This is an optimization exercise on Yosys and OpenROAD, whose aim is small area, a short achievable clock period and few clock cycles per item, not a production implementation. At most, simulation tests tie the RTL to the original design; equivalence was not proved.

==> v2: inputs <==
==> flow/design.v (excerpt) <==
module dds_sine_sample_generator (
    input  logic                  clk,
    input  logic                  rst_n,
    input  logic                  in_valid,
    output logic                  in_ready,
    input  logic                  restart,
    output logic                  out_valid,
    input  logic                  out_ready,
    output dds_pkg::code_t        sample,
    input  logic                  cfg_valid,
    output logic                  cfg_ready,
    input  logic [1:0]            cfg_index,
    input  logic [31:0]           cfg_data
);
export LEC_CHECK = 0
export CAP_MARGIN = 20
export CORE_MARGIN = 2
export CORE_UTILIZATION = 40
export SLEW_MARGIN = 20
create_clock -name core_clock -period 11.0 [get_ports {clk}]
standard.sh (not shown) runs the stock make flow with config.mk's settings and CLKGATE_MAP_FILE= SYNTH_SCRIPT=/design/flow/synth_recipe.tcl, a recipe that flattens the netlist after the stock synthesis.
==> flow/flow/run.sh <==
#!/bin/bash
# The standard layout (the standard.sh) with changes to how it is made:
#  - after the standard synthesis, flow/fa_polarity.py removes inverter
#    pairs around full-adder cells (a full adder is self-dual, so an adder
#    whose inputs all arrive inverted can take the plain inputs and give
#    inverted outputs); the netlist's function and registers are unchanged;
#  - port buffers use a plain buffer cell instead of the delay cell the
#    resizer picks by default;
set -euo pipefail
run_std() {
  bash standard.sh \
  "SETUP_SLACK_MARGIN=7.75" \
  "BUFFER_PORTS_ARGS=-buffer_cell sky130_fd_sc_hd__buf_2" \
  "$@"
}
run_std synth > standard_synth.log 2>&1
R=orfs/results/${FLOW_PLATFORM}/dds_sine_sample_generator/base
python3 flow/fa_polarity.py $R/1_2_yosys.v $R/1_2_yosys_pol.v > fa_polarity.log 2>&1
cp $R/1_2_yosys.v $R/1_2_yosys_orig.v
mv $R/1_2_yosys_pol.v $R/1_2_yosys.v
rm -f $R/1_synth.odb $R/1_synth.sdc
run_std finish > standard_flow.log 2>&1
Other scripts of this flow, unchanged in this note and not shown: flow/flow/fa_polarity.py
==> v24: changes against v2 <==
--- a/flow/flow/run.sh
+++ b/flow/flow/run.sh
@@ -11,3 +11,4 @@
   bash standard.sh \
-  "SETUP_SLACK_MARGIN=7.75" \
+  "SETUP_SLACK_MARGIN=7.6" \
+  "CORE_UTILIZATION=55" \
   "BUFFER_PORTS_ARGS=-buffer_cell sky130_fd_sc_hd__buf_2" \
==> run notes <==
item	v24	v2
Status	complete, no violations	complete, no violations
Layout Skew	0.0142 ns	0.0268 ns
Global routing usage on met1	33.2%	24.0%
Die area	32300 µm²	44200 µm²
Area growth, synth to finish	13.1%	15.8%
Number of buffers other than clock buffers in the final layout	140	163
Worst-margin pin slew	1.07 ns	1.00 ns
Final Critical Period	3.39 ns	3.40 ns
Std-Cell Rows	64	75
Routed via count	12000	12100
Routability-driven placement congestion ratio	0.906	0.874
Met2 usage in global routing	39.6%	29.8%
Vias in the first global route	11900	12200
Sum of routed wire length over all layers	38.4 mm	39.1 mm
Testbench counts of v2, summed over its fixed seeds: cycles 16,016, items 16,000.
Testbench counts of v24, summed over its fixed seeds: cycles 16,016, items 16,000.

==> inputs of run a <==
Starting RTL as in the previous note.
Design dds_sine_sample_generator, start of the top module:
module dds_sine_sample_generator (
    input  logic                  clk,
    input  logic                  rst_n,
    input  logic                  in_valid,
    output logic                  in_ready,
    input  logic                  restart,
    output logic                  out_valid,
    input  logic                  out_ready,
    output dds_pkg::code_t        sample,
    input  logic                  cfg_valid,
    output logic                  cfg_ready,
    input  logic [1:0]            cfg_index,
    input  logic [31:0]           cfg_data
);
==> flow/config.mk <==
export PLATFORM = sky130hd
export DESIGN_NAME = dds_sine_sample_generator
export DESIGN_NICKNAME = dds_sine_sample_generator
export VERILOG_FILES = /design/flow/design.v
export SDC_FILE = /design/flow/constraint.sdc
export NUM_CORES = 4
export LEC_CHECK = 0
export CAP_MARGIN = 20
export CORE_MARGIN = 2
export CORE_UTILIZATION = 40
export SLEW_MARGIN = 20
==> flow/constraint.sdc <==
create_clock -name core_clock -period 11.0 [get_ports {clk}]
set_input_delay 2.2000 -clock core_clock [delete_from_list [all_inputs] [get_ports {clk}]]
set_output_delay 2.2000 -clock core_clock [all_outputs]
set_load 0.01 [all_outputs]
==> flow/flow/run.sh <==
#!/bin/bash
# The standard layout (the standard.sh) with changes to how it is made:
#  - after the standard synthesis, flow/fa_polarity.py removes inverter
#    pairs around full-adder cells (a full adder is self-dual, so an adder
#    whose inputs all arrive inverted can take the plain inputs and give
#    inverted outputs); the netlist's function and registers are unchanged;
#  - port buffers use a plain buffer cell instead of the delay cell the
#    resizer picks by default;
set -euo pipefail
run_std() {
  bash standard.sh \
  "SETUP_SLACK_MARGIN=7.6" \
  "CTS_BUF_LIST=sky130_fd_sc_hd__clkbuf_8" \
  "SLEW_MARGIN=0" \
  "CAP_MARGIN=0" \
  "BUFFER_PORTS_ARGS=-buffer_cell sky130_fd_sc_hd__buf_2" \
  "$@"
}
run_std synth > standard_synth.log 2>&1
R=orfs/results/${FLOW_PLATFORM}/dds_sine_sample_generator/base
python3 flow/fa_polarity.py $R/1_2_yosys.v $R/1_2_yosys_pol.v > fa_polarity.log 2>&1
cp $R/1_2_yosys.v $R/1_2_yosys_orig.v
mv $R/1_2_yosys_pol.v $R/1_2_yosys.v
rm -f $R/1_synth.odb $R/1_synth.sdc
run_std finish > standard_flow.log 2>&1
Other scripts of this flow, unchanged in this note and not shown: flow/flow/fa_polarity.py
==> run b (differences from run a) <==
--- a/flow/flow/run.sh
+++ b/flow/flow/run.sh
@@ -12,5 +12,2 @@
   "SETUP_SLACK_MARGIN=7.6" \
-  "CTS_BUF_LIST=sky130_fd_sc_hd__clkbuf_8" \
-  "SLEW_MARGIN=0" \
-  "CAP_MARGIN=0" \
   "BUFFER_PORTS_ARGS=-buffer_cell sky130_fd_sc_hd__buf_2" \
==> qor summary <==
item                                                                               run b                    run a
Post-route fraction of the period consumed by the critical path                    0.308                    0.307
Post-DR wirelength/cell                                                          17.0 µm                  16.8 µm
Top fanout value on the critical path                                                  6                        3
Later-pin clock latency in the skew report                                       0.55 ns                  0.58 ns
Sum of met3 wire segment lengths after detailed routing                          1620 µm                  1870 µm
Reg2reg start                                                              sine1_reg[11]              one1_reg[2]
Required time of the critical path                                              11.29 ns                 11.30 ns
Metal-1 WL                                                                     17,600 µm                17,400 µm
Run status                                                       complete, no violations  complete, no violations
Detail Route met2 WL                                                           18,100 µm                17,900 µm
Non-Clock Buffer Area Fraction                                                    0.0510                   0.0527
Data arrival at the endpoint of the critical path                                3.68 ns                  3.67 ns
Worst clock skew                                                               0.0151 ns                0.0368 ns
Final-layout clock buffer total                                                       31                       42
Testbench counts of run a, summed over its fixed seeds: cycles 16,016, items 16,000.
Testbench counts of run b, summed over its fixed seeds: cycles 16,016, items 16,000.

==> v1: inputs <==
dds_sine_sample_generator, a different RTL version from the one above (not shown whole).
export LEC_CHECK = 0
export CAP_MARGIN = 20
export CORE_MARGIN = 2
export CORE_UTILIZATION = 40
export SLEW_MARGIN = 20
create_clock -name core_clock -period 11.0 [get_ports {clk}]
==> flow/flow/run.sh <==
#!/bin/bash
# Standard ORFS layout, with port buffers of a plain buffer cell and the
# setup repair aiming for margin below the clock period.
set -euo pipefail
bash standard.sh \
  "SETUP_SLACK_MARGIN=7.9" \
  "BUFFER_PORTS_ARGS=-buffer_cell sky130_fd_sc_hd__buf_2" \
  finish > standard_flow.log 2>&1
==> inputs of v22, as changes to v1 <==
--- a/flow/design.v
+++ b/flow/design.v
@@ -34,15 +34,16 @@
     logic [31:0] phase_acc_reg;
     logic [31:0] acc_sum;
     logic        in_ready_reg, in_busy_reg, in_fire;
     logic        v1_reg, v2_reg, v3_reg;
     logic        en1, en2, en3;
     logic [11:0] sine1_reg, lo1_reg, span1_reg;
     logic [23:0] row2a_reg, row2b_reg;
-    logic [23:0] x3_reg;
+    logic [11:0] xh3_reg;
+    logic        c3_reg;
     logic [11:0] head_reg, tail_reg;
     logic        head_v_reg, tail_v_reg;
     logic [11:0] rom_val, sine_next, lo_next, span_next;
     logic [23:0] row_a, row_b;
     logic [23:0] x_sum;
     logic [11:0] res;
     logic        wr, rd;
@@ -1016,51 +1017,45 @@
     assign x_sum[17] = xs_p0_17^xs_G4_16;
     assign x_sum[18] = xs_p0_18^xs_G4_17;
     assign x_sum[19] = xs_p0_19^xs_G4_18;
     assign x_sum[20] = xs_p0_20^xs_G4_19;
     assign x_sum[21] = xs_p0_21^xs_G4_20;
     assign x_sum[22] = xs_p0_22^xs_G4_21;
     assign x_sum[23] = xs_p0_23^xs_G4_22;
-    always_ff @(posedge clk)
-    begin
-        if (en3)
-            x3_reg <= x_sum;
-    end
     logic        quo_c;
-    logic [11:0] x_hi_dec;
     logic [11:0] cc_unused;
     logic cc_g0_0, cc_p0_0, cc_g0_1, cc_p0_1, cc_g0_2, cc_p0_2, cc_g0_3, cc_p0_3, cc_g0_4, cc_p0_4, cc_g0_5, cc_p0_5, cc_g0_6, cc_p0_6, cc_g0_7, cc_p0_7;
     logic cc_g0_8, cc_p0_8, cc_g0_9, cc_p0_9, cc_g0_10, cc_p0_10, cc_g0_11, cc_p0_11, cc_gc, cc_G0_1, cc_P0_1, cc_G0_3, cc_P0_3, cc_G0_5, cc_P0_5, cc_G0_7;
     logic cc_P0_7, cc_G0_9, cc_P0_9, cc_G0_11, cc_P0_11, cc_G1_2, cc_P1_2, cc_G1_3, cc_P1_3, cc_G1_6, cc_P1_6, cc_G1_7, cc_P1_7, cc_G1_10, cc_P1_10, cc_G1_11;
     logic cc_P1_11, cc_G2_4, cc_P2_4, cc_G2_5, cc_P2_5, cc_G2_6, cc_P2_6, cc_G2_7, cc_P2_7, cc_G3_8, cc_P3_8, cc_G3_9, cc_P3_9, cc_G3_10, cc_P3_10, cc_G3_11;
     logic cc_P3_11;
-    assign cc_g0_0 = x3_reg[0]&x3_reg[12];
-    assign cc_p0_0 = x3_reg[0]^x3_reg[12];
-    assign cc_g0_1 = x3_reg[1]&x3_reg[13];
-    assign cc_p0_1 = x3_reg[1]^x3_reg[13];
-    assign cc_g0_2 = x3_reg[2]&x3_reg[14];
-    assign cc_p0_2 = x3_reg[2]^x3_reg[14];
-    assign cc_g0_3 = x3_reg[3]&x3_reg[15];
-    assign cc_p0_3 = x3_reg[3]^x3_reg[15];
-    assign cc_g0_4 = x3_reg[4]&x3_reg[16];
-    assign cc_p0_4 = x3_reg[4]^x3_reg[16];
-    assign cc_g0_5 = x3_reg[5]&x3_reg[17];
-    assign cc_p0_5 = x3_reg[5]^x3_reg[17];
-    assign cc_g0_6 = x3_reg[6]&x3_reg[18];
-    assign cc_p0_6 = x3_reg[6]^x3_reg[18];
-    assign cc_g0_7 = x3_reg[7]&x3_reg[19];
-    assign cc_p0_7 = x3_reg[7]^x3_reg[19];
-    assign cc_g0_8 = x3_reg[8]&x3_reg[20];
-    assign cc_p0_8 = x3_reg[8]^x3_reg[20];
-    assign cc_g0_9 = x3_reg[9]&x3_reg[21];
-    assign cc_p0_9 = x3_reg[9]^x3_reg[21];
-    assign cc_g0_10 = x3_reg[10]&x3_reg[22];
-    assign cc_p0_10 = x3_reg[10]^x3_reg[22];
-    assign cc_g0_11 = x3_reg[11]&x3_reg[23];
-    assign cc_p0_11 = x3_reg[11]^x3_reg[23];
+    assign cc_g0_0 = x_sum[0]&x_sum[12];
+    assign cc_p0_0 = x_sum[0]^x_sum[12];
+    assign cc_g0_1 = x_sum[1]&x_sum[13];
+    assign cc_p0_1 = x_sum[1]^x_sum[13];
+    assign cc_g0_2 = x_sum[2]&x_sum[14];
+    assign cc_p0_2 = x_sum[2]^x_sum[14];
+    assign cc_g0_3 = x_sum[3]&x_sum[15];
+    assign cc_p0_3 = x_sum[3]^x_sum[15];
+    assign cc_g0_4 = x_sum[4]&x_sum[16];
+    assign cc_p0_4 = x_sum[4]^x_sum[16];
+    assign cc_g0_5 = x_sum[5]&x_sum[17];
+    assign cc_p0_5 = x_sum[5]^x_sum[17];
+    assign cc_g0_6 = x_sum[6]&x_sum[18];
+    assign cc_p0_6 = x_sum[6]^x_sum[18];
+    assign cc_g0_7 = x_sum[7]&x_sum[19];
+    assign cc_p0_7 = x_sum[7]^x_sum[19];
+    assign cc_g0_8 = x_sum[8]&x_sum[20];
+    assign cc_p0_8 = x_sum[8]^x_sum[20];
+    assign cc_g0_9 = x_sum[9]&x_sum[21];
+    assign cc_p0_9 = x_sum[9]^x_sum[21];
+    assign cc_g0_10 = x_sum[10]&x_sum[22];
+    assign cc_p0_10 = x_sum[10]^x_sum[22];
+    assign cc_g0_11 = x_sum[11]&x_sum[23];
+    assign cc_p0_11 = x_sum[11]^x_sum[23];
     assign cc_gc = cc_g0_0|(cc_p0_0&1'b1);
     assign cc_G0_1 = cc_g0_1|(cc_p0_1&cc_gc);
     assign cc_P0_1 = cc_p0_1&cc_p0_0;
     assign cc_G0_3 = cc_g0_3|(cc_p0_3&cc_g0_2);
     assign cc_P0_3 = cc_p0_3&cc_p0_2;
     assign cc_G0_5 = cc_g0_5|(cc_p0_5&cc_g0_4);
     assign cc_P0_5 = cc_p0_5&cc_p0_4;
@@ -1107,16 +1102,23 @@
     assign cc_unused[6] = cc_p0_6^cc_G2_5;
     assign cc_unused[7] = cc_p0_7^cc_G2_6;
     assign cc_unused[8] = cc_p0_8^cc_G2_7;
     assign cc_unused[9] = cc_p0_9^cc_G3_8;
     assign cc_unused[10] = cc_p0_10^cc_G3_9;
     assign cc_unused[11] = cc_p0_11^cc_G3_10;
     assign quo_c = cc_G3_11;
-    assign x_hi_dec = x3_reg[23:12] - 12'd1;
-    assign res = quo_c ? x3_reg[23:12] : x_hi_dec;
+    always_ff @(posedge clk)
+    begin
+        if (en3)
+        begin
+            xh3_reg <= x_sum[23:12];
+            c3_reg  <= quo_c;
+        end
+    end
+    assign res = c3_reg ? xh3_reg : xh3_reg - 12'd1;
     always_ff @(posedge clk)
     begin
         if (wr)
             tail_reg <= res;
         if (~head_v_reg | out_ready)
             head_reg <= tail_v_reg ? tail_reg : res;
     end
==> flow/flow/run.sh (replaced) <==
#!/bin/bash
set -euo pipefail
bash standard.sh \
  "SETUP_SLACK_MARGIN=7.4" \
  "CORE_UTILIZATION=60" \
  "BUFFER_PORTS_ARGS=-buffer_cell sky130_fd_sc_hd__buf_2" \
  finish > standard_flow.log 2>&1
==> inputs of v31, as changes to v1 <==
--- a/flow/design.v
+++ b/flow/design.v
@@ -29,15 +29,15 @@
     input  logic [31:0]           cfg_data
 );
     logic [31:0] phase_step_reg;
     logic [11:0] low_code_reg;
     logic [11:0] high_code_reg;
     logic [31:0] phase_acc_reg;
     logic [31:0] acc_sum;
-    logic        in_ready_reg, in_busy_reg, in_fire;
+    logic        in_ready_reg, in_fire;
     logic        v1_reg, v2_reg, v3_reg;
     logic        en1, en2, en3;
     logic [11:0] sine1_reg, lo1_reg, span1_reg;
     logic [23:0] row2a_reg, row2b_reg;
     logic [23:0] x3_reg;
     logic [11:0] head_reg, tail_reg;
     logic        head_v_reg, tail_v_reg;
@@ -63,46 +63,44 @@
                 2'd1: low_code_reg   <= cfg_data[11:0];
                 2'd2: high_code_reg  <= cfg_data[11:0];
                 default: ;
             endcase
         end
     end
     assign in_ready = in_ready_reg;
-    assign in_fire  = in_valid & ~in_busy_reg;
+    assign in_fire  = in_valid & in_ready_reg;
     assign wr  = v3_reg & ~tail_v_reg;
     assign rd  = head_v_reg & out_ready;
     assign en3 = ~v3_reg | ~tail_v_reg;
     assign en2 = ~v2_reg | en3;
-    assign en1 = ~in_busy_reg;
+    assign en1 = in_ready_reg;
     assign v1_next     = en1 ? in_valid : v1_reg;
     assign v2_next     = en2 ? v1_reg   : v2_reg;
     assign v3_next     = en3 ? v2_reg   : v3_reg;
     assign head_v_next = wr | tail_v_reg | (head_v_reg & ~rd);
     assign tail_v_next = (tail_v_reg & ~rd) | (wr & head_v_reg & (tail_v_reg | ~rd));
     always_ff @(posedge clk or negedge rst_n)
     begin
         if (!rst_n)
         begin
             v1_reg       <= 1'b0;
             v2_reg       <= 1'b0;
             v3_reg       <= 1'b0;
             head_v_reg   <= 1'b0;
             tail_v_reg   <= 1'b0;
-            in_ready_reg <= 1'b0;
-            in_busy_reg  <= 1'b1;
+            in_ready_reg <= 1'b1;
         end
         else
         begin
             v1_reg       <= v1_next;
             v2_reg       <= v2_next;
             v3_reg       <= v3_next;
             head_v_reg   <= head_v_next;
             tail_v_reg   <= tail_v_next;
             in_ready_reg <= ~(v1_next & v2_next & v3_next & tail_v_next);
-            in_busy_reg  <= v1_next & v2_next & v3_next & tail_v_next;
         end
     end
     always_ff @(posedge clk or negedge rst_n)
     begin
         if (!rst_n)
             phase_acc_reg <= '0;
         else if (in_fire)
==> flow/run.sh (new file) <==
#!/bin/bash
# synth_recipe.tcl (not shown) runs the flow's synth.tcl, then flattens the netlist and writes it again
# the make line also repeats each setting of config.mk as NAME=value (left out here)
make -C /OpenROAD-flow-scripts/flow DESIGN_CONFIG=/design/flow/config.mk WORK_HOME=/design/flow/orfs CLKGATE_MAP_FILE= SYNTH_SCRIPT=/design/flow/synth_recipe.tcl finish
removed: flow/flow/run.sh
removed: flow/standard.sh
==> results.cfg <==
[sta]
max_freq_ghz = 0.2782

[critical_path]
r2r_cells = 15
slowest_stage = edfxtp_1

[placed_design]
dp_hpwl_mm = 26.18

[cells_and_area]
nClkBuffers = 35

[outcome]
status = timing/DRC/antenna clean

[drt]
dr.pass1.iters = 5
That was v22.
==> results.cfg <==
[synthesis]
postSynthAreaPerCell_um2 = 10.48

[critical_path]
slowest_stage = dfrtp_1
r2r_cells = 14

[placed_design]
dp_hpwl_mm = 27.62

[sta]
max_freq_ghz = 0.2478

[outcome]
status = timing/DRC/antenna clean

[job]
cap_viol_max_count = 0
That was v31.
==> results.cfg <==
[outcome]
status = timing/DRC/antenna clean

[placed_design]
dp_hpwl_mm = 26.86

[sta]
setup_violations = 0

[critical_path]
slowest_stage = fa_1

[drt]
dr.pass1.iters = 4

[synthesis]
synth.top_cell.area_share = 0.2304

[cells_and_area]
nClkBuffers = 34

[clock_network]
worstSkewPairLatency_ns = 0.54
That was v1.
Testbench counts of v22, summed over its fixed seeds: cycles 16,016, items 16,000.
No functional check of the RTL was part of v1 and v31.

separate check: timing with driven ports:
In the flow no input, the clock included, has a driving cell. The finished layouts below were timed again as built, in two steps. Step 1: set_driving_cell puts a clkbuf_16 on clk and a buf_2 on each other input, an assumption about the parent block. Step 2 times the ports against the registers' clock, not the clock port: input delays grow and output delays shrink by t, the midpoint of the rising clock arrivals with the driver on. Slacks: no drivers / after step 1 / after step 2; pairs: no drivers / after step 1.
run	t (ns)	setup slack, ns	worst register clock-pin slew, ns
v2	0.601	7.599 / 7.599 / 7.487	0.06 / 0.06
v24	0.573	7.609 / 7.609 / 7.334	0.06 / 0.06
run a	0.611	7.625 / 7.625 / 7.149	0.07 / 0.07
run b	0.595	7.608 / 7.608 / 7.283	0.06 / 0.06
v1	0.581	7.562 / 7.562 / 7.466	0.06 / 0.06
v22	0.561	7.405 / 7.405 / 7.243	0.06 / 0.06
v31	0.583	6.965 / 6.965 / 6.965	0.06 / 0.06
After both steps setup and hold are still met in every run listed. For run a, which loses most, drivers alone change the setup slack by 0.000 ns; drivers and shift together by -0.476 ns.
